Background: an optimization exercise with open tools, aiming at small area. Do not read the settings as production practice. In this exercise RTL edits were held to simulation tests only and were not proved equivalent to the original.

==> inputs of 06-05 <==
## regfile_multiport
module regfile_multiport
#(
  parameter int DATA_W  = regfile_pkg::DATA_W_DEF,
  parameter int ADDR_W  = regfile_pkg::ADDR_W_DEF,
  parameter int NUM_RD  = regfile_pkg::NUM_RD_DEF
) (
  input  logic                     clk,
  input  logic                     reset_n,
  input  logic [NUM_RD-1:0]        rd_en,
  input  logic [NUM_RD*ADDR_W-1:0] rd_addr,
  output logic [NUM_RD*DATA_W-1:0] rd_data,
  output logic [NUM_RD-1:0]        rd_valid,
  input  logic                     wr_en,
  input  logic [ADDR_W-1:0]        wr_addr,
  input  logic [DATA_W-1:0]        wr_data,
  input  logic                     clr_req,
  output logic                     busy
);
Settings: LEC_CHECK=0, CAP_MARGIN=20, CORE_MARGIN=2, CORE_UTILIZATION=40, SLEW_MARGIN=20, SYNTH_HIERARCHICAL=1, SYNTH_MINIMUM_KEEP_SIZE=0; clock period 5.0 ns.
run.sh (not shown) runs the stock make flow with config.mk's settings and CLKGATE_MAP_FILE= SYNTH_SCRIPT=/design/flow/synth_recipe.tcl, a recipe that flattens the netlist after the stock synthesis.
==> 07-09: changes against 06-05 <==
==> flow/flow/run.sh (new file) <==
#!/bin/bash
# Standard ORFS layout with two changes: port buffers use the smallest
# buffer cell, and clock tree synthesis builds larger sink clusters and
# inserts no dummy loads.
set -euo pipefail
cat >> config.mk <<'EOC'
export BUFFER_PORTS_ARGS = -buffer_cell sky130_fd_sc_hd__buf_1
export CTS_ARGS = -sink_clustering_enable -repair_clock_nets -dont_use_dummy_load -buf_list "sky130_fd_sc_hd__clkbuf_8 sky130_fd_sc_hd__clkbuf_16" -sink_clustering_size 30 -sink_clustering_max_diameter 80
EOC
bash standard.sh > standard.log 2>&1
==> flow/standard.sh (new file) <==
#!/bin/bash
# synth_recipe.tcl (not shown) runs the flow's synth.tcl, then flattens the netlist and writes it again
# the make line also repeats each setting of config.mk as NAME=value (left out here)
make -C /OpenROAD-flow-scripts/flow DESIGN_CONFIG=/design/flow/config.mk WORK_HOME=/design/flow/orfs CLKGATE_MAP_FILE= SYNTH_SCRIPT=/design/flow/synth_recipe.tcl "${@:-finish}"
Settings changed: BUFFER_PORTS_ARGS set to -buffer_cell sky130_fd_sc_hd__buf_1, CTS_ARGS set to -sink_clustering_enable -repair_clock_nets -dont_use_dummy_load -buf_list "sky130_fd_sc_hd__clkbuf_8 sky130_fd_sc_hd__clkbuf_16" -sink_clustering_size 30 -sink_clustering_max_diameter 80, GPL_ROUTABILITY_DRIVEN set to 0.
removed: flow/run.sh
==> 07-27: changes against 06-05 <==
==> flow/flow/run.sh (new file) <==
#!/bin/bash
# Standard ORFS layout with two changes: port buffers use the smallest
# buffer cell, and clock tree synthesis builds larger sink clusters and
# inserts no dummy loads.
set -euo pipefail
cat >> config.mk <<'EOC'
export BUFFER_PORTS_ARGS = -buffer_cell sky130_fd_sc_hd__buf_1
export CTS_ARGS = -sink_clustering_enable -repair_clock_nets -dont_use_dummy_load -buf_list "sky130_fd_sc_hd__clkbuf_8 sky130_fd_sc_hd__clkbuf_16" -sink_clustering_size 30 -sink_clustering_max_diameter 80
EOC
bash standard.sh > standard.log 2>&1
==> flow/standard.sh (new file) <==
#!/bin/bash
# synth_recipe.tcl (not shown) runs the flow's synth.tcl, then flattens the netlist and writes it again
# the make line also repeats each setting of config.mk as NAME=value (left out here)
make -C /OpenROAD-flow-scripts/flow DESIGN_CONFIG=/design/flow/config.mk WORK_HOME=/design/flow/orfs CLKGATE_MAP_FILE= SYNTH_SCRIPT=/design/flow/synth_recipe.tcl "${@:-finish}"
Settings changed: BUFFER_PORTS_ARGS set to -buffer_cell sky130_fd_sc_hd__buf_1, CORE_UTILIZATION 40 to 48, CTS_ARGS set to -sink_clustering_enable -repair_clock_nets -dont_use_dummy_load -buf_list "sky130_fd_sc_hd__clkbuf_8 sky130_fd_sc_hd__clkbuf_16" -sink_clustering_size 30 -sink_clustering_max_diameter 80, SETUP_SLACK_MARGIN set to 0.15.
removed: flow/run.sh
==> qor summary <==
|  | 06-05 | 07-27 | 07-09 |
|---|---|---|---|
| Peak supply drop | 0.0003314 V | 0.0003543 V | 0.0003177 V |
| Flop2flop setup slack | 410 ps | 370 ps | 410 ps |
| Final design utilization | 49.55% | 54.96% | 45.25% |
| Fraction of area in multi-input gates | 37.60% | 40.99% | 41.15% |
| Stages on the worst setup path | 9 | 8 | 9 |
| Total GRT Usage | 35.18% | 46.64% | 33.42% |
| PnR worst setup slack | 413.6 ps | 365.5 ps | 410.0 ps |
| Multi-input gate area in the final layout | 19,230 um2 | 19,240 um2 | 19,220 um2 |
| Endpoint of the most critical register-to-register path | rd_data_q[0][25]$_DFF_PN0_ | rd_data_q[1][24]$_DFF_PN0_ | rd_data_q[0][20]$_DFF_PN0_ |
| Full die area | 106,400 um2 | 88,870 um2 | 106,400 um2 |
| Clock network contribution to total cell area | 7.634% | 2.718% | 2.572% |
| Length of the first detailed-routing pass in iterations | 15 | 14 | 22 |
| H-tree depth | 3 | 2 | 2 |
| Layout cell share with drive strength beyond 1 | 14.31% | 10.58% | 9.840% |
| Outcome | complete, no violations | complete, no violations | complete, no violations |

==> separate check: timing with driven ports <==
No port has a modelled driver above. Below, the same layouts with a new extraction and two added sets of constraints. Step 1: set_driving_cell puts a clkbuf_16 on clk and a buf_2 on each other input, an assumption about the parent block. Step 2, shift: input delay + t, output delay - t, t = (earliest + latest rising clock arrival at the registers) / 2. This alone moves slack from input paths to output paths. a / b / c = ideal / step 1 / step 2; a / b = the first two.
| run | t (ns) | setup slack, ns | hold slack, ns | slew at the worst register clock pin (ns) |
|---|---|---|---|---|
| 06-05 | 0.784 | 0.414 / 0.414 / -0.152 | 0.193 / 0.142 / 0.496 | 0.07 / 0.07 |
| 07-09 | 0.736 | 0.410 / 0.410 / 0.101 | 0.292 / 0.245 / 0.506 | 0.12 / 0.12 |
| 07-27 | 0.718 | 0.365 / 0.365 / -0.088 | 0.471 / 0.420 / 0.499 | 0.12 / 0.12 |
Met with ideal ports but missed after step 2: setup timing in 06-05 and 07-27. The setup slack of 06-05, which loses most, moves by 0.000 ns with the drivers and by -0.566 ns with both steps.
